This design comes from an exercise in tuning for small area and a short achievable clock period on the open sky130 flow, not from production work.
Where RTL was checked, it was by simulation tests only, not by an equivalence proof against the original.
No functional check of the RTL was part of run 4.

## config.mk

```make
export PLATFORM = sky130hd
export DESIGN_NAME = mecanum_wheel_mixer_top
export DESIGN_NICKNAME = mecanum_wheel_mixer_top
export VERILOG_FILES = /design/flow/design.v
export SDC_FILE = /design/flow/constraint.sdc
export NUM_CORES = 4
export LEC_CHECK = 0
export CAP_MARGIN = 20
export CORE_MARGIN = 2
export CORE_UTILIZATION = 50
export CTS_CLUSTER_DIAMETER = 80
export CTS_CLUSTER_SIZE = 35
export PLACE_DENSITY = 0.65
export SETUP_SLACK_MARGIN = 4.6
export SLEW_MARGIN = 20
```

## constraint.sdc

```tcl
create_clock -name core_clock -period 8.5 [get_ports {clk_i}]
set_input_delay 1.7000 -clock core_clock [delete_from_list [all_inputs] [get_ports {clk_i}]]
set_output_delay 1.7000 -clock core_clock [all_outputs]
set_load 0.01 [all_outputs]
```

## design.v

```verilog
`timescale 1ns / 1ps
`default_nettype none
package mwm_pkg;
  localparam int CMD_W   = 9;    
  localparam int OUT_W   = 9;    
  localparam int MP_W    = 8;    
  localparam int PWR_W   = 11;   
  localparam int MAG_W   = 10;   
  localparam int QW      = 8;    
  localparam int DW      = MAG_W + QW;   
  localparam int D3_W    = MAG_W + 2;    
  localparam int LANES   = 4;    
  localparam int DL      = 2;    
  localparam int OUT_LIMIT = 255;
  localparam logic [MP_W-1:0] MP_RESET = 8'd25;
  localparam int APB_AW    = 3;
  localparam int APB_DW    = 32;
  localparam int REG_IDX_W = 1;
  localparam logic [REG_IDX_W-1:0] REG_MIN_POWER = 1'b0;
  localparam int LANE_FL = 0;
  localparam int LANE_FR = 1;
  localparam int LANE_BL = 2;
  localparam int LANE_BR = 3;
endpackage
`default_nettype wire
`timescale 1ns / 1ps
`default_nettype none
import mwm_pkg::*;
module mwm_apb (
  input  logic              clk_i,
  input  logic              rst_ni,
  input  logic              psel,
  input  logic              penable,
  input  logic              pwrite,
  input  logic [APB_AW-1:0] paddr,
  input  logic [APB_DW-1:0] pwdata,
  output logic [APB_DW-1:0] prdata,
  output logic              pready,
  output logic [MP_W-1:0]   min_power_o
);
  logic [MP_W-1:0]      min_power_q, min_power_d;
  logic [REG_IDX_W-1:0] reg_idx;
  logic                 wr_en;
  assign pready  = 1'b1;
  assign reg_idx = paddr[APB_AW-1:2];
  assign wr_en   = psel && penable && pwrite && pready;
  always_comb begin
    min_power_d = min_power_q;
    if (wr_en && (reg_idx == REG_MIN_POWER)) begin
      min_power_d = pwdata[MP_W-1:0];
    end
  end
  always_ff @(posedge clk_i or negedge rst_ni) begin
    if (!rst_ni) begin
      min_power_q <= MP_RESET;
    end else begin
      min_power_q <= min_power_d;
    end
  end
  always_comb begin
    case (reg_idx)
      REG_MIN_POWER: prdata = APB_DW'(min_power_q);
      default:       prdata = '0;
    endcase
  end
  assign min_power_o = min_power_q;
endmodule
`default_nettype wire
`timescale 1ns / 1ps
`default_nettype none
import mwm_pkg::*;
module mwm_mix (
  input  logic                        clk_i,
  input  logic signed [CMD_W-1:0]     strafe_i,
  input  logic signed [CMD_W-1:0]     forward_i,
  input  logic signed [CMD_W-1:0]     rotate_i,
  output logic [DL-1:0][DW-1:0]       num_o,    
  output logic [LANES-1:0]            neg_o,    
  output logic [MAG_W-1:0]            top_o,    
  output logic [D3_W-1:0]             dvs3_o,   
  output logic                        tp1_o,    
  output logic                        wsum_o,   
  output logic                        vsum_o,   
  output logic                        geae_o,   
  output logic                        geab_o    
);
  logic signed [MAG_W-1:0] xs, zs, s, d, v, w;
  logic                    tp1;
  logic [CMD_W-1:0]        a_q;
  logic signed [MAG_W-1:0] v_q, w_q;
  logic                    sy_q, tp1_q;
  always_comb begin
    xs  = MAG_W'(strafe_i);
    zs  = MAG_W'(rotate_i);
    s   = xs + zs;
    d   = xs - zs;
    tp1 = (strafe_i == '0) || (rotate_i == '0) ||
          (strafe_i[CMD_W-1] == rotate_i[CMD_W-1]);
    v   = tp1 ? d : s;
    w   = tp1 ? s : d;
  end
  always_ff @(posedge clk_i) begin
    a_q   <= forward_i[CMD_W-1] ? CMD_W'(-forward_i) : CMD_W'(forward_i);
    v_q   <= v;
    w_q   <= w;
    sy_q  <= forward_i[CMD_W-1];
    tp1_q <= tp1;
  end
  logic [MAG_W-1:0] b_m, e_m;         
  logic             sv_m, sw_m;
  logic             geae, geab, az;
  logic negwp, negwm, negvp, negvm;
  always_comb begin
    b_m  = v_q[MAG_W-1] ? MAG_W'(-v_q) : MAG_W'(v_q);
    e_m  = w_q[MAG_W-1] ? MAG_W'(-w_q) : MAG_W'(w_q);
    sv_m = v_q[MAG_W-1];
    sw_m = w_q[MAG_W-1];
    num_o[0] = (DW'(a_q) << 8) - DW'(a_q);
    num_o[1] = (DW'(b_m) << 8) - DW'(b_m);
    top_o    = MAG_W'(a_q) + e_m;
    dvs3_o   = (top_o > MAG_W'(OUT_LIMIT)) ? (D3_W'(top_o) << 1) + D3_W'(top_o)
                                           : D3_W'(3 * OUT_LIMIT);
    geae  = (MAG_W'(a_q) >= e_m);
    geab  = (MAG_W'(a_q) >= b_m);
    az    = (a_q == '0);
    negwp = geae ? sy_q : sw_m;      
    negwm = geae ? sy_q : !sw_m;     
    negvp = geab ? sy_q : sv_m;      
    negvm = geab ? sy_q : !sv_m;     
    if (tp1_q) begin
      neg_o[LANE_FL] = negwp;
      neg_o[LANE_FR] = negwm;
      neg_o[LANE_BR] = negvp;
      neg_o[LANE_BL] = negvm;
    end else begin
      neg_o[LANE_BR] = negwp;
      neg_o[LANE_BL] = negwm;
      neg_o[LANE_FL] = negvp;
      neg_o[LANE_FR] = negvm;
    end
    tp1_o  = tp1_q;
    wsum_o = az || (e_m == '0) || (sy_q == sw_m);
    vsum_o = az || (b_m == '0) || (sy_q == sv_m);
    geae_o = geae;
    geab_o = geab;
  end
endmodule
`default_nettype wire
`timescale 1ns / 1ps
`default_nettype none
import mwm_pkg::*;
module mwm_div #(
  parameter bit FAST = 1'b1   
) (
  input  logic [DL-1:0][DW-1:0] w_i,
  input  logic [MAG_W-1:0]      dvs_i,
  input  logic [D3_W-1:0]       dvs3_i,
  output logic [DL-1:0][DW-1:0] w_o
);
  logic [DL-1:0][D3_W-1:0] r4;
  logic [DL-1:0][D3_W:0]   e1, e2, e3;
  logic [DL-1:0]           g1, g2, g3;
  logic [DL-1:0][MAG_W-1:0] rn;
  logic [DL-1:0][1:0]      qd;
  for (genvar l = 0; l < DL; l++) begin : g_lane
    assign r4[l] = w_i[l][DW-1:DW-D3_W];
    assign qd[l] = {g2[l], g3[l] | (g1[l] & !g2[l])};
    assign w_o[l] = {rn[l], w_i[l][DW-D3_W-1:0], qd[l]};
    if (FAST) begin : g_fast
      assign e1[l] = {1'b0, r4[l]} - {3'b0, dvs_i};
      assign e2[l] = {1'b0, r4[l]} - {2'b0, dvs_i, 1'b0};
      assign e3[l] = {1'b0, r4[l]} - {1'b0, dvs3_i};
      assign g1[l] = !e1[l][D3_W];
      assign g2[l] = !e2[l][D3_W];
      assign g3[l] = !e3[l][D3_W];
      assign rn[l] = g3[l] ? e3[l][MAG_W-1:0] :
                     g2[l] ? e2[l][MAG_W-1:0] :
                     g1[l] ? e1[l][MAG_W-1:0] : r4[l][MAG_W-1:0];
    end else begin : g_compact
      assign g1[l] = (r4[l] >= {2'b0, dvs_i});
      assign g2[l] = (r4[l] >= {1'b0, dvs_i, 1'b0});
      assign g3[l] = (r4[l] >= dvs3_i);
      assign e1[l] = '0;
      assign e2[l] = '0;
      assign e3[l] = g3[l] ? {1'b0, dvs3_i} :
                     g2[l] ? {2'b0, dvs_i, 1'b0} :
                     g1[l] ? {3'b0, dvs_i} : '0;
      assign rn[l] = r4[l][MAG_W-1:0] - e3[l][MAG_W-1:0];
    end
  end
endmodule
`default_nettype wire
`timescale 1ns / 1ps
`default_nettype none
import mwm_pkg::*;
module mwm_comb (
  input  logic [QW-1:0]             qa_i,
  input  logic [MAG_W-1:0]          ra_i,
  input  logic [QW-1:0]             qb_i,
  input  logic [MAG_W-1:0]          rb_i,
  input  logic [MAG_W-1:0]          dvs_i,
  input  logic [QW-1:0]             t_i,
  input  logic                      tp1_i,
  input  logic                      wsum_i,
  input  logic                      vsum_i,
  input  logic                      geae_i,
  input  logic                      geab_i,
  output logic [LANES-1:0][QW-1:0]  q_o
);
  logic [MAG_W-1:0] nd, cs_s, cs_c;
  logic [MAG_W+1:0] cs;
  logic [MAG_W:0]   ra2;
  logic             c_sum, a_lt_b, b_lt_a, c_2ge, c_2gt, ra_nz;
  logic [QW-1:0]    s0, s1, dab, dba, y0, y1, x0;
  logic [QW-1:0]    nsum, ndif, n0, nvp, nvm, nwp, nwm;
  always_comb begin
    nd    = ~dvs_i;
    cs_s  = ra_i ^ rb_i ^ nd;
    cs_c  = (ra_i & rb_i) | (ra_i & nd) | (rb_i & nd);
    cs    = {2'b00, cs_s} + {1'b0, cs_c, 1'b1} + {2'b11, {MAG_W{1'b0}}};
    c_sum = !cs[MAG_W+1];
    ra2    = {ra_i, 1'b0};
    a_lt_b = (ra_i < rb_i);
    b_lt_a = !a_lt_b && (ra_i != rb_i);
    c_2ge  = (ra2 >= {1'b0, dvs_i});
    c_2gt  = c_2ge && (ra2 != {1'b0, dvs_i});
    ra_nz  = (ra_i != '0);
    s0  = qa_i + qb_i;
    s1  = s0 + 8'd1;
    dab = qa_i - qb_i;
    dba = ~dab + 8'd1;
    y0  = {qa_i[QW-2:0], 1'b0} - t_i;
    y1  = y0 + 8'd1;
    x0  = ~y0 + 8'd1;
    nsum = c_sum ? s1 : s0;
    ndif = geab_i ? (a_lt_b ? ~dba : dab) : (b_lt_a ? ~dab : dba);
    n0   = geae_i ? (c_2ge ? y1 : y0) : (ra_nz ? (c_2gt ? ~y1 : ~y0) : x0);
    nwp = wsum_i ? t_i : n0;         
    nwm = wsum_i ? n0 : t_i;         
    nvp = vsum_i ? nsum : ndif;      
    nvm = vsum_i ? ndif : nsum;      
    if (tp1_i) begin
      q_o[LANE_FL] = nwp;
      q_o[LANE_FR] = nwm;
      q_o[LANE_BR] = nvp;
      q_o[LANE_BL] = nvm;
    end else begin
      q_o[LANE_BR] = nwp;
      q_o[LANE_BL] = nwm;
      q_o[LANE_FL] = nvp;
      q_o[LANE_FR] = nvm;
    end
  end
endmodule
`default_nettype wire
`timescale 1ns / 1ps
`default_nettype none
import mwm_pkg::*;
module mwm_dband (
  input  logic [QW-1:0]   a_i,
  input  logic [MP_W-1:0] span_i,    
  input  logic [MP_W+1:0] span3_i,   
  output logic [15:0]     n_o
);
  function automatic logic [15:0] add16(input logic [15:0] a, input logic [15:0] b);
    logic [15:0] g, p, gn, pn;
    g = a & b;
    p = a ^ b;
    for (int l = 1; l < 16; l = l * 2) begin
      gn = g;
      pn = p;
      for (int i = l; i < 16; i++) begin
        gn[i] = g[i] | (p[i] & g[i-l]);
        pn[i] = p[i] & p[i-l];
      end
      g = gn;
      p = pn;
    end
    add16 = (a ^ b) ^ {g[14:0], 1'b0};
  endfunction
  logic [3:0][MP_W+1:0] pp;
  logic [15:0]          r0, r1, r2, s1, c1, s2, c2;
  always_comb begin
    for (int k = 0; k < 4; k++) begin
      case (a_i[2*k +: 2])
        2'd0:    pp[k] = '0;
        2'd1:    pp[k] = (MP_W+2)'(span_i);
        2'd2:    pp[k] = (MP_W+2)'({span_i, 1'b0});
        default: pp[k] = span3_i;
      endcase
    end
    r0  = 16'(pp[0]);
    r1  = 16'(pp[1]) << 2;
    r2  = 16'(pp[2]) << 4;
    s1  = r0 ^ r1 ^ r2;
    c1  = ((r0 & r1) | (r0 & r2) | (r1 & r2)) << 1;
    r2  = 16'(pp[3]) << 6;
    s2  = s1 ^ c1 ^ r2;
    c2  = ((s1 & c1) | (s1 & r2) | (c1 & r2)) << 1;
    n_o = add16(s2, c2);
  end
endmodule
`default_nettype wire
`timescale 1ns / 1ps
`default_nettype none
import mwm_pkg::*;
module mecanum_wheel_mixer_top (
  input  logic                    clk_i,
  input  logic                    rst_ni,
  input  logic                    start,
  output logic                    busy,
  input  logic signed [CMD_W-1:0] strafe_cmd_i,
  input  logic signed [CMD_W-1:0] forward_cmd_i,
  input  logic signed [CMD_W-1:0] rotate_cmd_i,
  output logic                    done_o,
  output logic signed [OUT_W-1:0] front_left_power_o,
  output logic signed [OUT_W-1:0] front_right_power_o,
  output logic signed [OUT_W-1:0] back_left_power_o,
  output logic signed [OUT_W-1:0] back_right_power_o,
  input  logic                    psel,
  input  logic                    penable,
  input  logic                    pwrite,
  input  logic [APB_AW-1:0]       paddr,
  input  logic [APB_DW-1:0]       pwdata,
  output logic [APB_DW-1:0]       prdata,
  output logic                    pready
);
  localparam int NSTEP = QW / 2;
  localparam int NV    = NSTEP + 5;
  logic            busy_q;
  logic [MP_W-1:0] min_power;
  logic [NV-1:0]   v_q;
  always_ff @(posedge clk_i or negedge rst_ni) begin
    if (!rst_ni) begin
      busy_q <= 1'b1;
      v_q    <= '0;
    end else begin
      busy_q <= 1'b0;
      v_q    <= {v_q[NV-2:0], start && !busy_q};
    end
  end
  assign busy   = busy_q;
  assign done_o = v_q[NV-1];
  mwm_apb u_apb (
    .clk_i       (clk_i),
    .rst_ni      (rst_ni),
    .psel        (psel),
    .penable     (penable),
    .pwrite      (pwrite),
    .paddr       (paddr),
    .pwdata      (pwdata),
    .prdata      (prdata),
    .pready      (pready),
    .min_power_o (min_power)
  );
  logic [DL-1:0][DW-1:0]    num, num_q;
  logic [LANES-1:0]         neg, neg_q;
  logic [MAG_W-1:0]         top, top_q;
  logic [D3_W-1:0]          dvs3, dvs3_q;
  logic                     tp1, wsum, vsum, geae, geab;
  localparam int SB_W = LANES + 5;    
  logic [SB_W-1:0] sb0, sb0_q;
  mwm_mix u_mix (
    .clk_i    (clk_i),
    .strafe_i (strafe_cmd_i),
    .forward_i(forward_cmd_i),
    .rotate_i (rotate_cmd_i),
    .num_o    (num),
    .neg_o    (neg),
    .top_o    (top),
    .dvs3_o   (dvs3),
    .tp1_o    (tp1),
    .wsum_o   (wsum),
    .vsum_o   (vsum),
    .geae_o   (geae),
    .geab_o   (geab)
  );
  assign sb0 = {neg, tp1, wsum, vsum, geae, geab};
  always_ff @(posedge clk_i) begin
    num_q  <= num;
    top_q  <= top;
    dvs3_q <= dvs3;
    sb0_q  <= sb0;
  end
  logic [NSTEP:0][DL-1:0][DW-1:0]   w;
  logic [NSTEP:0][MAG_W-1:0]        dv;
  logic [NSTEP:0][D3_W-1:0]         dv3;
  logic [NSTEP:0][SB_W-1:0]         sb;
  logic [NSTEP-1:0][DL-1:0][DW-1:0] w_d;
  logic [NSTEP:0][MAG_W-1:0]        dve;
  assign w[0]   = num_q;
  assign dv[0]  = top_q;
  assign dv3[0] = dvs3_q;
  assign sb[0]  = sb0_q;
  for (genvar k = 0; k <= NSTEP; k++) begin : g_dve
    assign dve[k] = {dv[k][MAG_W-1:QW], dv[k][QW-1:0] | {QW{!(|dv[k][MAG_W-1:QW])}}};
  end
  for (genvar k = 0; k < NSTEP; k++) begin : g_step
    mwm_div #(.FAST(1'b1)) u_div (
      .w_i    (w[k]),
      .dvs_i  (dve[k]),
      .dvs3_i (dv3[k]),
      .w_o    (w_d[k])
    );
    always_ff @(posedge clk_i) begin
      w[k+1]   <= w_d[k];
      dv[k+1]  <= dv[k];
      dv3[k+1] <= dv3[k];
      sb[k+1]  <= sb[k];
    end
  end
  logic [LANES-1:0][QW-1:0] q_d, q;
  logic [LANES-1:0]         qneg;
  logic [QW-1:0]            qt;
  logic                     ctp1, cwsum, cvsum, cgeae, cgeab;
  logic [LANES-1:0]         cneg;
  assign {cneg, ctp1, cwsum, cvsum, cgeae, cgeab} = sb[NSTEP];
  assign qt = dv[NSTEP][QW-1:0] | {QW{|dv[NSTEP][MAG_W-1:QW]}};
  mwm_comb u_comb (
    .qa_i   (w[NSTEP][0][QW-1:0]),
    .ra_i   (w[NSTEP][0][DW-1:QW]),
    .qb_i   (w[NSTEP][1][QW-1:0]),
    .rb_i   (w[NSTEP][1][DW-1:QW]),
    .dvs_i  (dve[NSTEP]),
    .t_i    (qt),
    .tp1_i  (ctp1),
    .wsum_i (cwsum),
    .vsum_i (cvsum),
    .geae_i (cgeae),
    .geab_i (cgeab),
    .q_o    (q_d)
  );
  always_ff @(posedge clk_i) begin
    q    <= q_d;
    qneg <= cneg;
  end
  logic [MP_W-1:0] span, span_q;
  logic [MP_W+1:0] span3_q;
  assign span = ~min_power;
  always_ff @(posedge clk_i) begin
    span_q  <= span;
    span3_q <= (MP_W+2)'({span, 1'b0}) + (MP_W+2)'(span);
  end
  logic [LANES-1:0][15:0] n_d, n_q;
  logic [LANES-1:0]       nneg_q, nnz_q;
  for (genvar l = 0; l < LANES; l++) begin : g_db
    mwm_dband u_db (
      .a_i     (q[l]),
      .span_i  (span_q),
      .span3_i (span3_q),
      .n_o     (n_d[l])
    );
  end
  always_ff @(posedge clk_i) begin
    n_q    <= n_d;
    nneg_q <= qneg;
    for (int l = 0; l < LANES; l++) begin
      nnz_q[l] <= (q[l] != '0);
    end
  end
  logic [MP_W-1:0]             mm_pos, mm_neg;
  logic [LANES-1:0][QW-1:0]    hi;
  logic [LANES-1:0][8:0]       u;
  logic [LANES-1:0][QW-1:0]    t;
  logic [LANES-1:0][OUT_W-1:0] pwr_d, pwr;
  assign mm_pos = min_power;
  assign mm_neg = (min_power == 8'hff) ? 8'hfe : min_power;
  always_comb begin
    for (int l = 0; l < LANES; l++) begin
      hi[l] = n_q[l][15:8];
      u[l]  = 9'(hi[l]) + 9'(n_q[l][7:0]) + 9'(!nneg_q[l]);
      t[l] = (nneg_q[l] ? mm_neg : mm_pos) + hi[l] + QW'(u[l][8]);
      if (!nnz_q[l]) begin
        pwr_d[l] = '0;
      end else if (nneg_q[l]) begin
        pwr_d[l] = {1'b1, ~t[l]};
      end else begin
        pwr_d[l] = {1'b0, t[l]};
      end
    end
  end
  always_ff @(posedge clk_i) begin
    pwr <= pwr_d;
  end
  assign front_left_power_o  = pwr[LANE_FL];
  assign front_right_power_o = pwr[LANE_FR];
  assign back_left_power_o   = pwr[LANE_BL];
  assign back_right_power_o  = pwr[LANE_BR];
endmodule
`default_nettype wire
```

## run.sh

```bash
#!/bin/bash
# synth_recipe.tcl (not shown) runs the flow's synth.tcl, then flattens the netlist and writes it again
# the make line also repeats each setting of config.mk as NAME=value (left out here)
make -C /OpenROAD-flow-scripts/flow DESIGN_CONFIG=/design/flow/config.mk WORK_HOME=/design/flow/orfs CLKGATE_MAP_FILE= SYNTH_SCRIPT=/design/flow/synth_recipe.tcl finish
```

==> results_tabular.tex, run 1 <==
\begin{tabular}{lr}
\hline
Metric & Value \\
\hline
\multicolumn{2}{l}{\textbf{Logic synthesis}} \\
\quad Flip-flop and latch count after synthesis & 532 \\
\quad Post-synthesis cell type count & 85 \\
\quad Fraction of the yosys area taken by sequential cells & 27.4\% \\
\quad Mean post-synth cell area & 9.07 um2 \\
\quad Warnings from Yosys & 5 \\
\quad Share of flip-flops with an asynchronous set or reset & 3.38\% \\
\quad Total standard cell area after synthesis & 0.0392 mm2 \\
\quad Dominant synthesized flop cell & dfxtp\_1 \\
\quad Count of flip-flops with a built-in enable after synthesis & 0 \\
\quad Number of instances in the synthesized netlist & 4323 \\
\multicolumn{2}{l}{\textbf{STA}} \\
\quad Actual transition at the worst max-transition pin & 1.00 ns \\
\quad Final Hold Vio Count & 0 \\
\quad Highest Clock Rate & 0.255 GHz \\
\quad RSZ-0062 raised after global routing & true \\
\quad Total negative slack & 0 ns \\
\quad Post-Route Skew & 0.0358 ns \\
\quad Final count of negative-setup-slack endpoints & 0 \\
\quad Final Max Slew Viols & 0 \\
\quad Final Cycle Share & 46.1\% \\
\quad Relative max-transition margin & 33.2\% \\
\quad Minimum period implied by the final worst setup slack & 3.92 ns \\
\multicolumn{2}{l}{\textbf{Worst setup path}} \\
\quad Worst setup path category & reg -> reg \\
\quad Endpoint arrival time on the critical path & 4.49 ns \\
\quad CP peak stage delay & 0.46 ns \\
\quad Worst Path Required & 9.07 ns \\
\quad CP max-delay cell & fa\_1 \\
\quad Maximum fanout encountered on the critical timing path & 8 \\
\quad Ordered list of cells on the worst path & buf\_12 > mux2\_2 > a22oi\_2 > fa\_1 > inv\_2 > fa\_1 > ha\_4 > a21oi\_4 > nand2b\_4 > a21boi\_2 > o311a\_1 > o21a\_1 > o21a\_1 > o41ai\_2 > xor2\_1 \\
\quad Flop-to-flop setup slack & 4.58 ns \\
\quad Kind of start point of the critical path & flop \\
\quad Number of cells traversed by the worst register-to-register path & 15 \\
\quad Setup crit end kind & flop \\
\multicolumn{2}{l}{\textbf{Routing}} \\
\quad Average routed wire per standard cell & 17.8 um \\
\quad Count of vias placed by the detailed router & 30.3k \\
\quad Detailed Routing Iterations Pass 1 & 5 \\
\quad Detailed Route WL & 96.9 mm \\
\quad Post-DRT Antenna Nets & 0 \\
\quad Average vias per placed instance & 5.56 \\
\quad Detailed-route DRC error count & 0 \\
\quad Violation count after the first detailed-routing iteration & 1764 \\
\multicolumn{2}{l}{\textbf{Die}} \\
\quad Die height & 284 um \\
\quad Total die area & 0.0807 mm2 \\
\quad Num rows & 102 \\
\quad Area of the placeable core & 0.0776 mm2 \\
\quad Die W & 284 um \\
\quad Number of top-level pins & 139 \\
\quad Initial core utilization & 50.5\% \\
\multicolumn{2}{l}{\textbf{Placed design}} \\
\quad Count of port buffers added during placement & 87 \\
\quad Estimated wirelength of the detail-placed design & 75.8 mm \\
\quad Post-place instance area & 0.0410 mm2 \\
\quad Final GP Congestion & 0.906 \\
\quad Cell count after placement & 5341 \\
\multicolumn{2}{l}{\textbf{Global route}} \\
\quad Number of global-route vias before repair & 29.3k \\
\quad Wire length of the first global-routing pass & 155 mm \\
\quad Total track usage & 23.4\% \\
\quad Maximum number of pins on one net before global-route repair & 37 \\
\quad Antenna violations before repair & 0 \\
\quad Final global-route overflow total & 0 \\
\multicolumn{2}{l}{\textbf{Clock network}} \\
\quad Number of buffers on the longest clock path & 3 \\
\quad Insertion delay of the later-clocked pin in the worst-skew pair & 0.64 ns \\
\quad CTS HTree Levels & 1 \\
\quad Clock root buffer & clkbuf\_16 \\
\quad Clock tree from TritonCTS & built \\
\quad TritonCTS Buffers & 29 \\
\quad Hold-fix buffers, CTS & 0 \\
\quad Number of clock sinks seen by CTS & 532 \\
\quad Clock slew at the register clock pins of the worst setup and hold paths & 0.12 ns \\
\multicolumn{2}{l}{\textbf{Finish}} \\
\quad Final layout net count & 5083 \\
\quad Post-route design area & 0.0434 mm2 \\
\quad Layout cell share with drive strength beyond 1 & 11.3\% \\
\quad Diodes inserted & 0 \\
\quad Count of fill cells added during filler insertion & 7049 \\
\quad Most common library cell in the layout ignoring fill and taps & ha\_1 \\
\quad Fraction of the core area covered by cells at the end of the flow & 55.9\% \\
\quad Area growth from synthesis to layout & 10.7\% \\
\quad Number of cells in the finished layout apart from fillers & 5456 \\
\quad Most used cells in the layout excluding fill and tap cells & 507 x ha\_1, 468 x dfxtp\_1, 337 x inv\_1 \\
\multicolumn{2}{l}{\textbf{Run}} \\
\quad Number of maximum-capacitance constraint violations & 0 \\
\multicolumn{2}{l}{\textbf{Worst hold path}} \\
\quad Tightest Hold Check Type & reg -> reg \\
\quad WHS Path Cells & 0 \\
\multicolumn{2}{l}{\textbf{Outcome}} \\
\quad Outcome & complete, no violations \\
\hline
\end{tabular}
-- cells in the mapped netlist, drive strengths merged (36+ instances only) --
cell | instances | area [um2]
mux2 | 154 | 1730
o21a | 52 | 390
a21o | 101 | 758
clkbuf | 118 | 443
ha | 515 | 6440
nor3 | 80 | 400
o21ai | 239 | 1200
xor2 | 113 | 990
xnor2 | 225 | 1970
a21oi | 226 | 1130
nand2b | 75 | 469
a22oi | 78 | 586
inv | 340 | 1280
fa | 106 | 2120
nand2 | 220 | 828
buf | 39 | 256
o41ai | 36 | 315
a211oi | 62 | 470
mux2i | 145 | 1450
nor2 | 242 | 918
dfxtp | 514 | 10300
nand3 | 66 | 330
nor2b | 131 | 820
and2 | 55 | 344
-- area by class of cell --
cell class                 instances  area [um2]  share of cell area (%)
multi-input combinational       3317       27200                    62.7
sequential                       532       10900                    25.1
timing repair buffer             173        1580                    3.63
tap                             1040        1300                    3.00
inverter                         341        1280                    2.95
clock buffer                      30         729                    1.68
clock inverter                    23         408                   0.940
-- stage by stage --
step / hold WS [ns] / setup slack (ns)
6_report: 0.314 / 4.58
5_1_grt: 0.318 / 4.45
4_1_cts: 0.321 / 4.57
3_5_place_dp: 0.312 / 3.84
3_3_place_gp: 0.310 / 3.85
2_1_floorplan: 0.310 / 4.60
-- path summary, 6_finish.rpt --
kind,end,startpoint
max,n_q[47],span_q[5]
min,sb[11],sb0_q[2]
max reg2reg,n_q[47],span_q[5]
min reg2reg,sb[11],sb0_q[2]
max in group asynchronous,u_apb.min_power_q[2],rst_ni
min in group asynchronous,v_q[4],rst_ni
-- state kept, by name, indices dropped and copies added (netlist names), 10 cells and up --
signal and flops:
w 144, u_mix.v_q 10, span3_q 10, g_step.u_div.dvs3_i 36, dv 40, sb 36
q 32, dvs3_q 12, top_q 10, n_q 64, pwr 36, num_q 36
-- repair_timing --
item	CTS	global route
resized for setup	116	154
endpoints found under the hold margin	0	0
setup buffers	4	56
endpoints found under the setup margin	108	117
pin swaps	1	30
gates cloned	0	1
-- routing by layer --
| metal | GRT usage, % | vias up | routed length, um |
|---|---|---|---|
| met1 | 32.1 | 14400 | 45800 |
| met2 | 39.8 | 536 | 45300 |
| met3 | 2.37 | 116 | 3660 |
| met5 | 0 | - | 0 |
| met4 | 4.92 | 0 | 2040 |
| li1 | - | 15300 | - |
-- critical path: cells and delay by family (launching register included) --
kind / cells / cell delay (ns)
compound gates: 7 / 1.50
fa+ha+maj: 3 / 1.16
flops: 1 / 0.37
mux: 1 / 0.28
buf+inv: 2 / 0.22
xor+xnor: 1 / 0.18
simple gates: 1 / 0.14
-- kinds of logic (layout without fill, tap and decap cells) --
group | Yosys count | count (layout) | share of synthesized area [%]
fa+ha+maj | 621 | 621 | 21.8
compound gates | 1003 | 1003 | 16.7
other cells | 2 | 26 | 0.0192
simple gates | 1030 | 1030 | 13.3
buf+inv | 498 | 567 | 5.05
flops | 532 | 532 | 27.4
mux | 299 | 299 | 8.12
xor+xnor | 338 | 338 | 7.55
==> run 2, diff against run 1 <==
--- a/config.mk
+++ b/config.mk
@@ -7,9 +7,9 @@
 export LEC_CHECK = 0
 export CAP_MARGIN = 20
 export CORE_MARGIN = 2
-export CORE_UTILIZATION = 50
+export CORE_UTILIZATION = 60
 export CTS_CLUSTER_DIAMETER = 80
 export CTS_CLUSTER_SIZE = 35
-export PLACE_DENSITY = 0.65
+export PLACE_DENSITY = 0.75
 export SETUP_SLACK_MARGIN = 4.6
 export SLEW_MARGIN = 20
==> results_tabular.tex, run 2 <==
\begin{tabular}{lr}
\hline
Metric & Value \\
\hline
\multicolumn{2}{l}{\textbf{Die}} \\
\quad Area of the placeable core & 0.0646 mm2 (was 0.0776 mm2) \\
\quad Initial core utilization & 60.7\% (was 50.5\%) \\
\quad Number of top-level pins & 139 (unchanged) \\
\quad Die W & 260 um (was 284 um) \\
\quad Total die area & 0.0674 mm2 (was 0.0807 mm2) \\
\quad Num rows & 93 (was 102) \\
\quad Die height & 260 um (was 284 um) \\
\multicolumn{2}{l}{\textbf{Run}} \\
\quad Number of maximum-capacitance constraint violations & 0 (unchanged) \\
\multicolumn{2}{l}{\textbf{Worst setup path}} \\
\quad Maximum fanout encountered on the critical timing path & 16 (was 8) \\
\quad Number of cells traversed by the worst register-to-register path & 14 (was 15) \\
\quad CP peak stage delay & 0.55 ns (was 0.46 ns) \\
\quad Ordered list of cells on the worst path & buf\_6 > mux2\_2 > a22oi\_2 > fa\_1 > fa\_1 > inv\_1 > ha\_4 > nand2b\_4 > a21boi\_2 > o311a\_1 > o21a\_1 > o21a\_1 > o41ai\_2 > xor2\_1 (was buf\_12 > mux2\_2 > a22oi\_2 > fa\_1 > inv\_2 > fa\_1 > ha\_4 > a21oi\_4 > nand2b\_4 > a21boi\_2 > o311a\_1 > o21a\_1 > o21a\_1 > o41ai\_2 > xor2\_1) \\
\quad Worst setup path category & reg -> reg (unchanged) \\
\quad Number of buffers and inverters on the critical path & 2 (unchanged) \\
\quad Endpoint arrival time on the critical path & 4.40 ns (was 4.49 ns) \\
\quad CP max-delay cell & fa\_1 (unchanged) \\
\quad Setup crit end kind & flop (unchanged) \\
\quad CP Depth & 14 (was 15) \\
\quad Worst Path Required & 9.07 ns (about the same) \\
\quad Cell family contributing the most delay on the critical path & compound AO/OA/AOI/OAI gates (unchanged) \\
\quad Kind of start point of the critical path & flop (unchanged) \\
\multicolumn{2}{l}{\textbf{Placed design}} \\
\quad Final GP Congestion & 0.924 (was 0.906) \\
\quad Cell count after placement & 5153 (was 5341) \\
\quad Estimated wirelength of the detail-placed design & 72.6 mm (was 75.8 mm) \\
\quad Post-place instance area & 0.0407 mm2 (was 0.0410 mm2) \\
\quad Count of port buffers added during placement & 87 (unchanged) \\
\multicolumn{2}{l}{\textbf{Routing}} \\
\quad Detailed Routing Iterations Pass 1 & 8 (was 5) \\
\quad Detailed Route WL & 95.2 mm (was 96.9 mm) \\
\quad Average vias per placed instance & 5.89 (was 5.56) \\
\quad Post-DRT Antenna Nets & 0 (unchanged) \\
\quad Detailed-route DRC error count & 0 (unchanged) \\
\quad Violation count after the first detailed-routing iteration & 2380 (was 1764) \\
\quad Count of vias placed by the detailed router & 31.0k (was 30.3k) \\
\quad Average routed wire per standard cell & 18.1 um (was 17.8 um) \\
\multicolumn{2}{l}{\textbf{Outcome}} \\
\quad Outcome & complete, no violations (unchanged) \\
\multicolumn{2}{l}{\textbf{Finish}} \\
\quad Biggest registers after layout & w (144), n\_q (64), dv (40) (unchanged) \\
\quad Most used cells in the layout excluding fill and tap cells & 505 x ha\_1, 467 x dfxtp\_1, 336 x inv\_1 (was 507 x ha\_1, 468 x dfxtp\_1, 337 x inv\_1) \\
\quad Register with the most flip-flops & w (unchanged) \\
\quad Post-route design area & 0.0431 mm2 (was 0.0434 mm2) \\
\quad Number of flip-flops under the largest register name & 144 (unchanged) \\
\quad Count of fill cells added during filler insertion & 5156 (was 7049) \\
\quad Final layout net count & 5077 (was 5083) \\
\quad Layout cell share with drive strength beyond 1 & 11.0\% (was 11.3\%) \\
\quad Area growth from synthesis to layout & 10.0\% (was 10.7\%) \\
\quad Number of cells in the finished layout apart from fillers & 5263 (was 5456) \\
\quad Most common library cell in the layout ignoring fill and taps & ha\_1 (unchanged) \\
\multicolumn{2}{l}{\textbf{Logic synthesis}} \\
\quad Main area contributors after synthesis & dfxtp\_1 26\%, ha\_1 16\%, fa\_1 5.4\%, xnor2\_1 5.0\%, mux2\_2 4.4\% (unchanged) \\
\quad Cell with the most instances after synthesis & ha\_1 (unchanged) \\
\quad Dominant synthesized flop cell & dfxtp\_1 (unchanged) \\
\quad Post-synthesis cell type count & 85 (unchanged) \\
\quad Fraction of the yosys area taken by sequential cells & 27.4\% (unchanged) \\
\quad Total standard cell area after synthesis & 0.0392 mm2 (unchanged) \\
\quad Area share of the largest cell type after synthesis & 26.2\% (unchanged) \\
\quad Number of instances in the synthesized netlist & 4323 (unchanged) \\
\quad Top cells by count, synth & 515 x ha\_1, 514 x dfxtp\_1, 339 x inv\_1 (unchanged) \\
\quad Mean post-synth cell area & 9.07 um2 (unchanged) \\
\quad Share of flip-flops with an asynchronous set or reset & 3.38\% (unchanged) \\
\quad Leading area contributor after synthesis & dfxtp\_1 (unchanged) \\
\quad Warnings from Yosys & 5 (unchanged) \\
\quad Count of flip-flops with a built-in enable after synthesis & 0 (unchanged) \\
\quad Flip-flop and latch count after synthesis & 532 (unchanged) \\
\multicolumn{2}{l}{\textbf{STA}} \\
\quad Fin Hold WS & 0.332 ns (was 0.314 ns) \\
\quad Minimum period implied by the final worst setup slack & 3.83 ns (was 3.92 ns) \\
\quad Relative max-transition margin & 30.8\% (was 33.2\%) \\
\quad RSZ-0062 raised after global routing & true (unchanged) \\
\quad Highest Clock Rate & 0.261 GHz (was 0.255 GHz) \\
\quad Final Hold Vio Count & 0 (unchanged) \\
\quad Actual transition at the worst max-transition pin & 1.04 ns (was 1.00 ns) \\
\quad Final Cycle Share & 45.1\% (was 46.1\%) \\
\quad Final count of negative-setup-slack endpoints & 0 (unchanged) \\
\quad Total negative slack & 0 ns (unchanged) \\
\quad Post-Route Skew & 0.0357 ns (was 0.0358 ns) \\
\quad Final Max Slew Viols & 0 (unchanged) \\
\multicolumn{2}{l}{\textbf{Global route}} \\
\quad Final global-route overflow total & 0 (unchanged) \\
\quad Maximum number of pins on one net before global-route repair & 36 (was 37) \\
\quad Antenna violations before repair & 3 (was 0) \\
\quad Wire length of the first global-routing pass & 149 mm (was 155 mm) \\
\quad Total track usage & 27.1\% (was 23.4\%) \\
\quad Number of global-route vias before repair & 29.1k (was 29.3k) \\
\multicolumn{2}{l}{\textbf{Clock network}} \\
\quad Number of buffers on the longest clock path & 3 (unchanged) \\
\quad Insertion delay of the later-clocked pin in the worst-skew pair & 0.64 ns (about the same) \\
\quad Clock tree from TritonCTS & built (unchanged) \\
\quad Clock slew at the register clock pins of the worst setup and hold paths & 0.11 ns (was 0.12 ns) \\
\quad Hold-fix buffers, CTS & 0 (unchanged) \\
\quad CTS HTree Levels & 1 (unchanged) \\
\quad Clock root buffer & clkbuf\_16 (unchanged) \\
\quad Number of clock sinks seen by CTS & 532 (unchanged) \\
\quad TritonCTS Buffers & 29 (unchanged) \\
\multicolumn{2}{l}{\textbf{Worst hold path}} \\
\quad Tightest Hold Check Type & reg -> reg (unchanged) \\
\quad WHS Path Cells & 0 (unchanged) \\
\hline
\end{tabular}
-- run 2: changes by cell type in the layout (fill, tap and decap cells not counted), sizes merged --
| cell | change |
|---|---|
| bufinv | -1 |
| clkbuf | -6 |
| clkinv | +3 |
| diode | +1 |
| inv | -5 |
-- run 2: logic make-up after synthesis --
logic type	after synthesis	share of synthesized area [%]
flip-flops	532	27.4
buffers and inverters	498	5.05
AND/OR/NAND/NOR	1030	13.3
AO/OA/AOI/OAI	1003	16.7
XOR/XNOR	338	7.55
multiplexers	299	8.12
other	2	0.0192
adder cells (fa/ha/maj)	621	21.8
-- run 2: timing repair --
action | CTS | global route
setup endpoints to repair | 107 | 108
gates resized for setup | 121 | 161
gates cloned | 0 | 1
setup buffers | 18 | 40
pin swaps | 2 | 37
endpoints found under the hold margin | 0 | 0
-- run 2: per-stage QoR --
stage | worst slack (ns) | utilization (%)
after floorplan | 4.60 | -
after CTS | 4.61 | 65.4
after detailed placement | 3.84 | 63.1
final | 4.67 | 66.8
after global routing | 4.47 | 66.8
after global placement | 3.85 | 63.0
-- run 2: area by class of cell --
type	instances	area, um2	area share [%]
Timing Repair Buffer	167	1530	3.54
Clock buffer	30	729	1.69
Clock inverter	20	427	0.989
Inverter	341	1280	2.97
Sequential cell	532	10900	25.2
Multi-Input combinational cell	3317	27200	63.1
Tap cell	855	1070	2.48
Antenna cell	1	2.50	0.00580
-- run 2: layer usage --
metal	vias to the layer above	global-route usage (%)	share of wire, %
met5	-	0	0
met4	0	7.95	2.8
met3	173	2.66	5.5
met2	888	44.1	46
met1	14600	38.1	46
li1	15300	-	-
-- run 2: final timing paths --
check | end | slack [ns] | startpoint
setup / recovery | n_q[47] | 4.67 | span_q[6]
hold / removal | nneg_q[2] | 0.33 | qneg[2]
setup reg to reg | n_q[47] | 4.67 | span_q[6]
hold reg to reg | nneg_q[2] | 0.33 | qneg[2]
max in group asynchronous | u_apb.min_power_q[1] | 6.47 | rst_ni
min in group asynchronous | v_q[7] | 1.52 | rst_ni
-- run 2: worst register-to-register path, stage by stage, from the launching register on --
cell	delay, ns
dfxtp_4	0.39
buf_6	0.17
mux2_2	0.29
a22oi_2	0.18
fa_1	0.48
fa_1	0.55
inv_1	0.07
ha_4	0.26
nand2b_4	0.06
a21boi_2	0.05
o311a_1	0.36
o21a_1	0.20
o21a_1	0.21
o41ai_2	0.30
xor2_1	0.19
==> run 3, diff against run 2 <==
--- a/config.mk
+++ b/config.mk
@@ -8,8 +8,8 @@
 export CAP_MARGIN = 20
 export CORE_MARGIN = 2
 export CORE_UTILIZATION = 60
-export CTS_CLUSTER_DIAMETER = 80
-export CTS_CLUSTER_SIZE = 35
+export CTS_CLUSTER_DIAMETER = 100
+export CTS_CLUSTER_SIZE = 30
 export PLACE_DENSITY = 0.75
 export SETUP_SLACK_MARGIN = 4.6
 export SLEW_MARGIN = 20
==> results_tabular.tex, run 3 <==
\begin{tabular}{lr}
\hline
Metric & Value \\
\hline
\multicolumn{2}{l}{\textbf{Outcome}} \\
\quad Outcome & complete, no violations (unchanged) \\
\multicolumn{2}{l}{\textbf{Logic synthesis}} \\
\quad Number of instances in the synthesized netlist & 4323 (unchanged) \\
\quad Leading area contributor after synthesis & dfxtp\_1 (unchanged) \\
\quad Total standard cell area after synthesis & 0.0392 mm2 (unchanged) \\
\quad Post-synthesis cell type count & 85 (unchanged) \\
\quad Area share of the largest cell type after synthesis & 26.2\% (unchanged) \\
\quad Warnings from Yosys & 5 (unchanged) \\
\quad Cell with the most instances after synthesis & ha\_1 (unchanged) \\
\quad Mean post-synth cell area & 9.07 um2 (unchanged) \\
\quad Fraction of the yosys area taken by sequential cells & 27.4\% (unchanged) \\
\quad Share of flip-flops with an asynchronous set or reset & 3.38\% (unchanged) \\
\quad Dominant synthesized flop cell & dfxtp\_1 (unchanged) \\
\quad Flip-flop and latch count after synthesis & 532 (unchanged) \\
\quad Main area contributors after synthesis & dfxtp\_1 26\%, ha\_1 16\%, fa\_1 5.4\%, xnor2\_1 5.0\%, mux2\_2 4.4\% (unchanged) \\
\quad Count of flip-flops with a built-in enable after synthesis & 0 (unchanged) \\
\quad Top cells by count, synth & 515 x ha\_1, 514 x dfxtp\_1, 339 x inv\_1 (unchanged) \\
\multicolumn{2}{l}{\textbf{Worst hold path}} \\
\quad Tightest Hold Check Type & reg -> reg (unchanged) \\
\quad Terminating pin of the worst hold path & sb[38] (was nneg\_q[2]) \\
\quad HP Start & sb[29] (was qneg[2]) \\
\quad WHS Path Cells & 0 (unchanged) \\
\multicolumn{2}{l}{\textbf{Die}} \\
\quad Die height & 260 um (unchanged) \\
\quad Die W & 260 um (unchanged) \\
\quad Number of top-level pins & 139 (unchanged) \\
\quad Total die area & 0.0674 mm2 (unchanged) \\
\quad Area of the placeable core & 0.0646 mm2 (unchanged) \\
\quad Initial core utilization & 60.7\% (unchanged) \\
\quad Num rows & 93 (unchanged) \\
\multicolumn{2}{l}{\textbf{Finish}} \\
\quad Layout cell share with drive strength beyond 1 & 11.1\% (was 11.0\%) \\
\quad Number of flip-flops under the largest register name & 144 (unchanged) \\
\quad Final layout net count & 5086 (was 5077) \\
\quad Most used cells in the layout excluding fill and tap cells & 505 x ha\_1, 467 x dfxtp\_1, 336 x inv\_1 (unchanged) \\
\quad Most common library cell in the layout ignoring fill and taps & ha\_1 (unchanged) \\
\quad Area growth from synthesis to layout & 9.75\% (was 10.0\%) \\
\quad Register with the most flip-flops & w (unchanged) \\
\quad Fraction of the core area covered by cells at the end of the flow & 66.6\% (was 66.8\%) \\
\quad Biggest registers after layout & w (144), n\_q (64), dv (40) (unchanged) \\
\quad Post-route design area & 0.0430 mm2 (was 0.0431 mm2) \\
\multicolumn{2}{l}{\textbf{Clock network}} \\
\quad Number of clock sinks seen by CTS & 532 (unchanged) \\
\quad Clock slew at the register clock pins of the worst setup and hold paths & 0.11 ns (about the same) \\
\quad Clock root buffer & clkbuf\_16 (unchanged) \\
\quad Clock tree from TritonCTS & built (unchanged) \\
\quad Insertion delay of the later-clocked pin in the worst-skew pair & 0.62 ns (was 0.64 ns) \\
\quad Hold-fix buffers, CTS & 0 (unchanged) \\
\quad Number of buffers on the longest clock path & 3 (unchanged) \\
\quad TritonCTS Buffers & 27 (was 29) \\
\quad CTS HTree Levels & 1 (unchanged) \\
\multicolumn{2}{l}{\textbf{Worst setup path}} \\
\quad Worst setup path category & reg -> reg (unchanged) \\
\quad Maximum fanout encountered on the critical timing path & 6 (was 16) \\
\quad Endpoint arrival time on the critical path & 4.40 ns (about the same) \\
\quad Number of buffers and inverters on the critical path & 2 (unchanged) \\
\quad RR Endpoint & n\_q[47] (unchanged) \\
\quad Worst R2R Start & q[19] (was span\_q[6]) \\
\quad Kind of start point of the critical path & flop (unchanged) \\
\quad Number of cells traversed by the worst register-to-register path & 16 (was 14) \\
\quad Cell family contributing the most delay on the critical path & compound AO/OA/AOI/OAI gates (unchanged) \\
\quad Most prevalent standard cell on the critical path & o21a\_1 \\
\quad CP peak stage delay & 0.45 ns (was 0.55 ns) \\
\quad Worst Path Required & 9.05 ns (was 9.07 ns) \\
\quad Ordered list of cells on the worst path & buf\_6 > mux2\_2 > a22oi\_2 > fa\_1 > inv\_1 > ha\_1 > ha\_2 > a21o\_1 > a21oi\_4 > nand2b\_4 > a21boi\_2 > o311a\_1 > o21a\_1 > o21a\_1 > o41ai\_2 > xor2\_1 (was buf\_6 > mux2\_2 > a22oi\_2 > fa\_1 > fa\_1 > inv\_1 > ha\_4 > nand2b\_4 > a21boi\_2 > o311a\_1 > o21a\_1 > o21a\_1 > o41ai\_2 > xor2\_1) \\
\quad Setup crit end kind & flop (unchanged) \\
\quad Flop-to-flop setup slack & 4.65 ns (was 4.67 ns) \\
\quad CP max-delay cell & fa\_1 (unchanged) \\
\multicolumn{2}{l}{\textbf{Placed design}} \\
\quad Count of port buffers added during placement & 87 (unchanged) \\
\quad Final GP Congestion & 0.924 (unchanged) \\
\quad Post-place instance area & 0.0407 mm2 (unchanged) \\
\quad Dpl ws & 3.84 ns (unchanged) \\
\quad Estimated wirelength of the detail-placed design & 72.6 mm (unchanged) \\
\multicolumn{2}{l}{\textbf{Global route}} \\
\quad Final global-route overflow total & 0 (unchanged) \\
\quad Antenna violations before repair & 2 (was 3) \\
\quad Number of global-route vias before repair & 29.2k (was 29.1k) \\
\quad Maximum number of pins on one net before global-route repair & 33 (was 36) \\
\quad Wire length of the first global-routing pass & 150 mm (was 149 mm) \\
\quad Total track usage & 27.2\% (was 27.1\%) \\
\multicolumn{2}{l}{\textbf{Routing}} \\
\quad Detailed Routing Iterations Pass 1 & 6 (was 8) \\
\quad Detailed-route DRC error count & 0 (unchanged) \\
\quad Count of vias placed by the detailed router & 30.9k (was 31.0k) \\
\quad Detailed Route WL & 95.4 mm (was 95.2 mm) \\
\quad Post-DRT Antenna Nets & 0 (unchanged) \\
\quad Violation count after the first detailed-routing iteration & 2658 (was 2380) \\
\quad Average vias per placed instance & 5.87 (was 5.89) \\
\quad Average routed wire per standard cell & 18.1 um (about the same) \\
\multicolumn{2}{l}{\textbf{STA}} \\
\quad Final count of negative-setup-slack endpoints & 0 (unchanged) \\
\quad Relative max-transition margin & 32.1\% (was 30.8\%) \\
\quad Total negative slack & 0 ns (unchanged) \\
\quad Final Cycle Share & 45.3\% (was 45.1\%) \\
\quad Post-Route Skew & 0.0263 ns (was 0.0357 ns) \\
\quad RSZ-0062 raised after global routing & true (unchanged) \\
\quad Actual transition at the worst max-transition pin & 1.02 ns (was 1.04 ns) \\
\quad Minimum period implied by the final worst setup slack & 3.85 ns (was 3.83 ns) \\
\quad Final Hold Vio Count & 0 (unchanged) \\
\quad Highest Clock Rate & 0.259 GHz (was 0.261 GHz) \\
\quad Post-route worst setup slack & 4.65 ns (was 4.67 ns) \\
\quad Final Max Slew Viols & 0 (unchanged) \\
\multicolumn{2}{l}{\textbf{Run}} \\
\quad Number of maximum-capacitance constraint violations & 0 (unchanged) \\
\hline
\end{tabular}
-- run 3: cell counts after synthesis --
Identical to the previous run, type by type.
-- run 3: area by class of cell --
type | instances | area, um2
flip-flops and latches | 532 | 10900
repair buffers | 178 | 1660
fillers | 5173 | 21500
inverters | 341 | 1280
well taps | 855 | 1070
clock buffers | 29 | 683
clock inverters | 14 | 228
multi-input cells | 3317 | 27200
diodes | 2 | 5.00
-- run 3: worst max-delay path by stage --
stage	from	cells past startpoint	end	slack [ns]
2_1_floorplan	span_q[2]	16	n_q[47]	4.60
3_3_place_gp	paddr[2]	3	prdata[0]	3.85
3_5_place_dp	paddr[2]	3	prdata[1]	3.84
4_1_cts	q[26]	13	n_q[62]	4.60
5_1_grt	q[16]	16	n_q[47]	4.51
6_report	q[19]	16	n_q[47]	4.65
-- run 3: what timing repair did --
action	4_1_cts	5_1_grt
endpoints found under the setup margin	105	106
buffers inserted	19	50
pin swaps	3	41
gates resized for setup	123	162
endpoints found under the hold margin	0	0
cloned	0	1
-- run 3: kinds of logic (layout without fill, tap and decap cells) --
family	count (synthesis)	in the layout	share of synthesized area, %
adder cells (fa/ha/maj)	621	621	21.8
other	2	28	0.0192
AND/OR/NAND/NOR	1030	1030	13.3
flip-flops	532	532	27.4
multiplexers	299	299	8.12
AO/OA/AOI/OAI	1003	1003	16.7
XOR/XNOR	338	338	7.55
buffers and inverters	498	562	5.05
-- run 3: per-stage QoR --
stage | cells | hold slack (ns)
6_report | 5268 | 0.321
2_1_floorplan | 4347 | 0.310
3_3_place_gp | 5153 | 0.310
5_1_grt | 5267 | 0.334
4_1_cts | 5215 | 0.332
3_5_place_dp | 5153 | 0.312
-- run 3: metal layers --
layer  global-route usage, %  vias up  share of wire [%]
met1                    38.0    14600                 46
li1                        -    15300                  -
met3                    2.82      166                5.4
met5                       0        -                  0
met2                    44.5      831                 46
met4                    7.68        0                2.8
==> run 4, diff against run 3 <==
--- a/design.v
+++ b/design.v
@@ -75,14 +75,14 @@
   input  logic signed [CMD_W-1:0]     forward_i,
   input  logic signed [CMD_W-1:0]     rotate_i,
   output logic [DL-1:0][DW-1:0]       num_o,    
-  output logic [LANES-1:0]            neg_o,    
+  output logic                        sy_o,     
+  output logic                        sv_o,
+  output logic                        sw_o,
   output logic [MAG_W-1:0]            top_o,    
   output logic [D3_W-1:0]             dvs3_o,   
   output logic                        tp1_o,    
   output logic                        wsum_o,   
-  output logic                        vsum_o,   
-  output logic                        geae_o,   
-  output logic                        geab_o    
+  output logic                        vsum_o    
 );
   logic signed [MAG_W-1:0] xs, zs, s, d, v, w;
   logic                    tp1;
@@ -108,8 +108,7 @@
   end
   logic [MAG_W-1:0] b_m, e_m;         
   logic             sv_m, sw_m;
-  logic             geae, geab, az;
-  logic negwp, negwm, negvp, negvm;
+  logic             az;
   always_comb begin
     b_m  = v_q[MAG_W-1] ? MAG_W'(-v_q) : MAG_W'(v_q);
     e_m  = w_q[MAG_W-1] ? MAG_W'(-w_q) : MAG_W'(w_q);
@@ -120,29 +119,13 @@
     top_o    = MAG_W'(a_q) + e_m;
     dvs3_o   = (top_o > MAG_W'(OUT_LIMIT)) ? (D3_W'(top_o) << 1) + D3_W'(top_o)
                                            : D3_W'(3 * OUT_LIMIT);
-    geae  = (MAG_W'(a_q) >= e_m);
-    geab  = (MAG_W'(a_q) >= b_m);
-    az    = (a_q == '0);
-    negwp = geae ? sy_q : sw_m;      
-    negwm = geae ? sy_q : !sw_m;     
-    negvp = geab ? sy_q : sv_m;      
-    negvm = geab ? sy_q : !sv_m;     
-    if (tp1_q) begin
-      neg_o[LANE_FL] = negwp;
-      neg_o[LANE_FR] = negwm;
-      neg_o[LANE_BR] = negvp;
-      neg_o[LANE_BL] = negvm;
-    end else begin
-      neg_o[LANE_BR] = negwp;
-      neg_o[LANE_BL] = negwm;
-      neg_o[LANE_FL] = negvp;
-      neg_o[LANE_FR] = negvm;
-    end
+    az     = (a_q == '0);
+    sy_o   = sy_q;
+    sv_o   = sv_m;
+    sw_o   = sw_m;
     tp1_o  = tp1_q;
     wsum_o = az || (e_m == '0) || (sy_q == sw_m);
     vsum_o = az || (b_m == '0) || (sy_q == sv_m);
-    geae_o = geae;
-    geab_o = geab;
   end
 endmodule
 `default_nettype wire
@@ -203,15 +186,19 @@
   input  logic                      tp1_i,
   input  logic                      wsum_i,
   input  logic                      vsum_i,
-  input  logic                      geae_i,
-  input  logic                      geab_i,
-  output logic [LANES-1:0][QW-1:0]  q_o
+  input  logic                      sy_i,
+  input  logic                      sv_i,
+  input  logic                      sw_i,
+  output logic [LANES-1:0][QW-1:0]  q_o,
+  output logic [LANES-1:0]          neg_o
 );
   logic [MAG_W-1:0] nd, cs_s, cs_c;
   logic [MAG_W+1:0] cs;
   logic [MAG_W:0]   ra2;
   logic             c_sum, a_lt_b, b_lt_a, c_2ge, c_2gt, ra_nz;
-  logic [QW-1:0]    s0, s1, dab, dba, y0, y1, x0;
+  logic [QW-1:0]    s0, s1, dab, dba, x0;
+  logic [QW:0]      y0, y1, dab9;
+  logic             geae, geab, negwp, negwm, negvp, negvm;
   logic [QW-1:0]    nsum, ndif, n0, nvp, nvm, nwp, nwm;
   always_comb begin
     nd    = ~dvs_i;
@@ -227,28 +214,44 @@
     ra_nz  = (ra_i != '0);
     s0  = qa_i + qb_i;
     s1  = s0 + 8'd1;
-    dab = qa_i - qb_i;
-    dba = ~dab + 8'd1;
-    y0  = {qa_i[QW-2:0], 1'b0} - t_i;
-    y1  = y0 + 8'd1;
-    x0  = ~y0 + 8'd1;
+    dab9 = {1'b0, qa_i} - {1'b0, qb_i};
+    dab  = dab9[QW-1:0];
+    dba  = ~dab + 8'd1;
+    y0   = {qa_i, 1'b0} - {1'b0, t_i};
+    y1   = y0 + 9'd1;
+    x0   = ~y0[QW-1:0] + 8'd1;
+    geae = c_2ge ? !y1[QW] : !y0[QW];
+    geab = !dab9[QW] && ((dab != '0) || !a_lt_b);
     nsum = c_sum ? s1 : s0;
-    ndif = geab_i ? (a_lt_b ? ~dba : dab) : (b_lt_a ? ~dab : dba);
-    n0   = geae_i ? (c_2ge ? y1 : y0) : (ra_nz ? (c_2gt ? ~y1 : ~y0) : x0);
+    ndif = geab ? (a_lt_b ? ~dba : dab) : (b_lt_a ? ~dab : dba);
+    n0   = geae ? (c_2ge ? y1[QW-1:0] : y0[QW-1:0])
+                  : (ra_nz ? (c_2gt ? ~y1[QW-1:0] : ~y0[QW-1:0]) : x0);
+    negwp = geae ? sy_i : sw_i;      
+    negwm = geae ? sy_i : !sw_i;     
+    negvp = geab ? sy_i : sv_i;      
+    negvm = geab ? sy_i : !sv_i;     
     nwp = wsum_i ? t_i : n0;         
     nwm = wsum_i ? n0 : t_i;         
     nvp = vsum_i ? nsum : ndif;      
     nvm = vsum_i ? ndif : nsum;      
     if (tp1_i) begin
-      q_o[LANE_FL] = nwp;
-      q_o[LANE_FR] = nwm;
-      q_o[LANE_BR] = nvp;
-      q_o[LANE_BL] = nvm;
+      q_o[LANE_FL]   = nwp;
+      q_o[LANE_FR]   = nwm;
+      q_o[LANE_BR]   = nvp;
+      q_o[LANE_BL]   = nvm;
+      neg_o[LANE_FL] = negwp;
+      neg_o[LANE_FR] = negwm;
+      neg_o[LANE_BR] = negvp;
+      neg_o[LANE_BL] = negvm;
     end else begin
-      q_o[LANE_BR] = nwp;
-      q_o[LANE_BL] = nwm;
-      q_o[LANE_FL] = nvp;
-      q_o[LANE_FR] = nvm;
+      q_o[LANE_BR]   = nwp;
+      q_o[LANE_BL]   = nwm;
+      q_o[LANE_FL]   = nvp;
+      q_o[LANE_FR]   = nvm;
+      neg_o[LANE_BR] = negwp;
+      neg_o[LANE_BL] = negwm;
+      neg_o[LANE_FL] = negvp;
+      neg_o[LANE_FR] = negvm;
     end
   end
 endmodule
@@ -354,11 +357,11 @@
     .min_power_o (min_power)
   );
   logic [DL-1:0][DW-1:0]    num, num_q;
-  logic [LANES-1:0]         neg, neg_q;
+  logic                     sy, sv, sw;
   logic [MAG_W-1:0]         top, top_q;
   logic [D3_W-1:0]          dvs3, dvs3_q;
-  logic                     tp1, wsum, vsum, geae, geab;
-  localparam int SB_W = LANES + 5;    
+  logic                     tp1, wsum, vsum;
+  localparam int SB_W = 6;    
   logic [SB_W-1:0] sb0, sb0_q;
   mwm_mix u_mix (
     .clk_i    (clk_i),
@@ -366,16 +369,16 @@
     .forward_i(forward_cmd_i),
     .rotate_i (rotate_cmd_i),
     .num_o    (num),
-    .neg_o    (neg),
+    .sy_o     (sy),
+    .sv_o     (sv),
+    .sw_o     (sw),
     .top_o    (top),
     .dvs3_o   (dvs3),
     .tp1_o    (tp1),
     .wsum_o   (wsum),
-    .vsum_o   (vsum),
-    .geae_o   (geae),
-    .geab_o   (geab)
+    .vsum_o   (vsum)
   );
-  assign sb0 = {neg, tp1, wsum, vsum, geae, geab};
+  assign sb0 = {sy, sv, sw, tp1, wsum, vsum};
   always_ff @(posedge clk_i) begin
     num_q  <= num;
     top_q  <= top;
@@ -412,9 +415,9 @@
   logic [LANES-1:0][QW-1:0] q_d, q;
   logic [LANES-1:0]         qneg;
   logic [QW-1:0]            qt;
-  logic                     ctp1, cwsum, cvsum, cgeae, cgeab;
+  logic                     csy, csv, csw, ctp1, cwsum, cvsum;
   logic [LANES-1:0]         cneg;
-  assign {cneg, ctp1, cwsum, cvsum, cgeae, cgeab} = sb[NSTEP];
+  assign {csy, csv, csw, ctp1, cwsum, cvsum} = sb[NSTEP];
   assign qt = dv[NSTEP][QW-1:0] | {QW{|dv[NSTEP][MAG_W-1:QW]}};
   mwm_comb u_comb (
     .qa_i   (w[NSTEP][0][QW-1:0]),
@@ -426,9 +429,11 @@
     .tp1_i  (ctp1),
     .wsum_i (cwsum),
     .vsum_i (cvsum),
-    .geae_i (cgeae),
-    .geab_i (cgeab),
-    .q_o    (q_d)
+    .sy_i   (csy),
+    .sv_i   (csv),
+    .sw_i   (csw),
+    .q_o    (q_d),
+    .neg_o  (cneg)
   );
   always_ff @(posedge clk_i) begin
     q    <= q_d;
--- a/config.mk
+++ b/config.mk
@@ -8,8 +8,8 @@
 export CAP_MARGIN = 20
 export CORE_MARGIN = 2
 export CORE_UTILIZATION = 60
-export CTS_CLUSTER_DIAMETER = 100
-export CTS_CLUSTER_SIZE = 30
+export CTS_CLUSTER_DIAMETER = 80
+export CTS_CLUSTER_SIZE = 35
 export PLACE_DENSITY = 0.75
 export SETUP_SLACK_MARGIN = 4.6
 export SLEW_MARGIN = 20
==> results_tabular.tex, run 4 <==
\begin{tabular}{lr}
\hline
Metric & Value \\
\hline
\multicolumn{2}{l}{\textbf{Clock network}} \\
\quad Clock slew at the register clock pins of the worst setup and hold paths & 0.11 ns (about the same) \\
\quad Clock root buffer & clkbuf\_16 (unchanged) \\
\quad Number of clock sinks seen by CTS & 517 (was 532) \\
\quad CTS HTree Levels & 1 (unchanged) \\
\quad Insertion delay of the later-clocked pin in the worst-skew pair & 0.65 ns (was 0.62 ns) \\
\multicolumn{2}{l}{\textbf{Logic synthesis}} \\
\quad Post-synthesis cell type count & 92 (was 85) \\
\quad Warnings from Yosys & 5 (unchanged) \\
\quad Main area contributors after synthesis & dfxtp\_1 26\%, ha\_1 16\%, fa\_1 5.4\%, xnor2\_1 5.1\%, mux2\_2 3.8\% (was dfxtp\_1 26\%, ha\_1 16\%, fa\_1 5.4\%, xnor2\_1 5.0\%, mux2\_2 4.4\%) \\
\quad Dominant synthesized flop cell & dfxtp\_1 (unchanged) \\
\quad Leading area contributor after synthesis & dfxtp\_1 (unchanged) \\
\quad Count of flip-flops with a built-in enable after synthesis & 0 (unchanged) \\
\multicolumn{2}{l}{\textbf{STA}} \\
\quad Highest Clock Rate & 0.257 GHz (was 0.259 GHz) \\
\quad Post-route worst setup slack & 4.61 ns (was 4.65 ns) \\
\quad Final Max Slew Viols & 0 (unchanged) \\
\quad RSZ-0062 raised after global routing & true (unchanged) \\
\quad Post-Route Skew & 0.0492 ns (was 0.0263 ns) \\
\multicolumn{2}{l}{\textbf{Worst hold path}} \\
\quad WHS Path Cells & 0 (unchanged) \\
\quad HP Start & w[55] (was sb[29]) \\
\multicolumn{2}{l}{\textbf{Worst setup path}} \\
\quad Worst R2R Start & dv[48] (was q[19]) \\
\quad Kind of start point of the critical path & flop (unchanged) \\
\quad Worst Path Required & 8.97 ns (was 9.05 ns) \\
\quad Maximum fanout encountered on the critical timing path & 7 (was 6) \\
\quad RR Endpoint & q[30] (was n\_q[47]) \\
\quad Endpoint arrival time on the critical path & 4.36 ns (was 4.40 ns) \\
\multicolumn{2}{l}{\textbf{Routing}} \\
\quad Count of vias placed by the detailed router & 31.8k (was 30.9k) \\
\quad Detailed Routing Iterations Pass 1 & 6 (unchanged) \\
\quad Post-DRT Antenna Nets & 0 (unchanged) \\
\quad Detailed-route DRC error count & 0 (unchanged) \\
\quad Average routed wire per standard cell & 18.3 um (was 18.1 um) \\
\multicolumn{2}{l}{\textbf{Global route}} \\
\quad Maximum number of pins on one net before global-route repair & 36 (was 33) \\
\quad Final global-route overflow total & 0 (unchanged) \\
\quad Wire length of the first global-routing pass & 154 mm (was 150 mm) \\
\quad Number of global-route vias before repair & 29.7k (was 29.2k) \\
\multicolumn{2}{l}{\textbf{Finish}} \\
\quad Biggest registers after layout & w (144), n\_q (64), dv (40) (unchanged) \\
\quad Register with the most flip-flops & w (unchanged) \\
\quad Diodes inserted & 0 (was 2) \\
\quad Number of flip-flops under the largest register name & 144 (unchanged) \\
\quad Area growth from synthesis to layout & 11.6\% (was 9.75\%) \\
\quad Post-route design area & 0.0436 mm2 (was 0.0430 mm2) \\
\quad Final layout net count & 5152 (was 5086) \\
\multicolumn{2}{l}{\textbf{Die}} \\
\quad Total die area & 0.0671 mm2 (was 0.0674 mm2) \\
\quad Area of the placeable core & 0.0643 mm2 (was 0.0646 mm2) \\
\quad Die W & 259 um (was 260 um) \\
\quad Number of top-level pins & 139 (unchanged) \\
\multicolumn{2}{l}{\textbf{Outcome}} \\
\quad Outcome & complete, no violations (unchanged) \\
\hline
\end{tabular}
-- run 4: changes by cell type after synthesis, moves of 35 or more --
cell,delta
a211oi_1,-51
a22oi_1,+45
inv_1,+41
mux2i_1,-74
nand2_1,+69
o211ai_1,+43
o21ai_0,-35
-- run 4: kinds of logic (layout without fill, tap and decap cells) --
family	Yosys count	in the layout	share of synthesized area [%]
fa+ha+maj	605	605	21.4
mux	202	202	5.60
simple gates	1031	1031	12.9
xor+xnor	335	335	7.59
other cells	2	26	0.0192
buf+inv	570	642	5.73
flops	517	517	26.8
compound gates	1143	1143	19.9
-- run 4: worst max-delay path, cell delays in order, from the launching register on --
cell,delay [ns]
dfxtp_2,0.37
or3_1,0.44
fa_1,0.48
nand2b_1,0.23
a21oi_2,0.21
xnor2_2,0.18
or3_4,0.47
o311ai_0,0.46
a221o_1,0.25
nand2_1,0.06
o21ai_1,0.33
mux2i_1,0.23
-- run 4: layout make-up --
type	count	area (um2)	area share, %
Clock buffer	29	704	1.62
Inverter	389	1460	3.35
Timing Repair Buffer	201	1810	4.15
Multi-Input combinational cell	3342	27500	63.2
Tap cell	855	1070	2.46
Sequential cell	517	10600	24.3
Clock inverter	23	428	0.982
-- run 4: stage by stage --
step	instances
floorplan	4429
global placement	5216
detailed placement	5216
CTS	5290
global route	5356
finish	5356
-- run 4: worst max-delay path by stage --
stage               startpoint       to  slack [ns]  cells after the start
floorplan                 q[5]  n_q[14]        4.61                     16
global placement        dv[49]    q[15]        3.74                     12
detailed placement      dv[49]    q[15]        3.71                     12
CTS                     dv[48]    q[15]        4.53                     12
global route             q[18]  n_q[46]        4.48                     18
finish                  dv[48]    q[30]        4.61                     11
-- run 4: layer usage --
layer  wire length (um)  GRT usage (%)  vias to the layer above
met2              45700           46.0                      936
met5                  0              0                        -
met4               2610           7.74                        0
li1                   -              -                    15600
met1              44700           38.8                    15000
met3               5240           2.75                      182
-- run 4: repair_timing --
item                                    CTS  global route
endpoints found under the setup margin   84           101
pin swaps                                 5            93
cloned                                    0             1
buffers inserted                         22            65
hold endpoints to repair                  0             0
resized for setup                       190           211

-- re-timing with driven ports --
The flow's constraints put no driver on any port. The routed layouts listed below were extracted and timed again, unchanged, in two steps. Step 1 (the two cells are an assumption about what drives the block):
set clk [get_ports {clk_i}]
set_driving_cell -lib_cell sky130_fd_sc_hd__clkbuf_16 $clk
set_driving_cell -lib_cell sky130_fd_sc_hd__buf_2 [delete_from_list [all_inputs] $clk]
Step 2, shift: input delay + t, output delay - t, t = (earliest + latest rising clock arrival at the registers) / 2. This alone moves slack from input paths to output paths. Three values: ideal, step 1, step 2; two values: the first two.
run	t (ns)	setup WS [ns]	worst setup path at the end	worst register clock-pin slew, ns	pins driven straight from the clock port
run 1	0.680	4.580 / 4.580 / 4.189	input to register	0.12 / 0.12	1
run 2	0.685	4.668 / 4.668 / 4.127	input to register	0.12 / 0.12	1
run 3	0.671	4.646 / 4.646 / 4.113	input to register	0.11 / 0.11	1
run 4	0.690	4.613 / 4.600 / 4.246	input to register	0.12 / 0.12	1
After both steps every run listed still meets setup and hold. For run 2, which loses most, drivers alone change the setup slack by 0.000 ns; drivers and shift together by -0.541 ns.
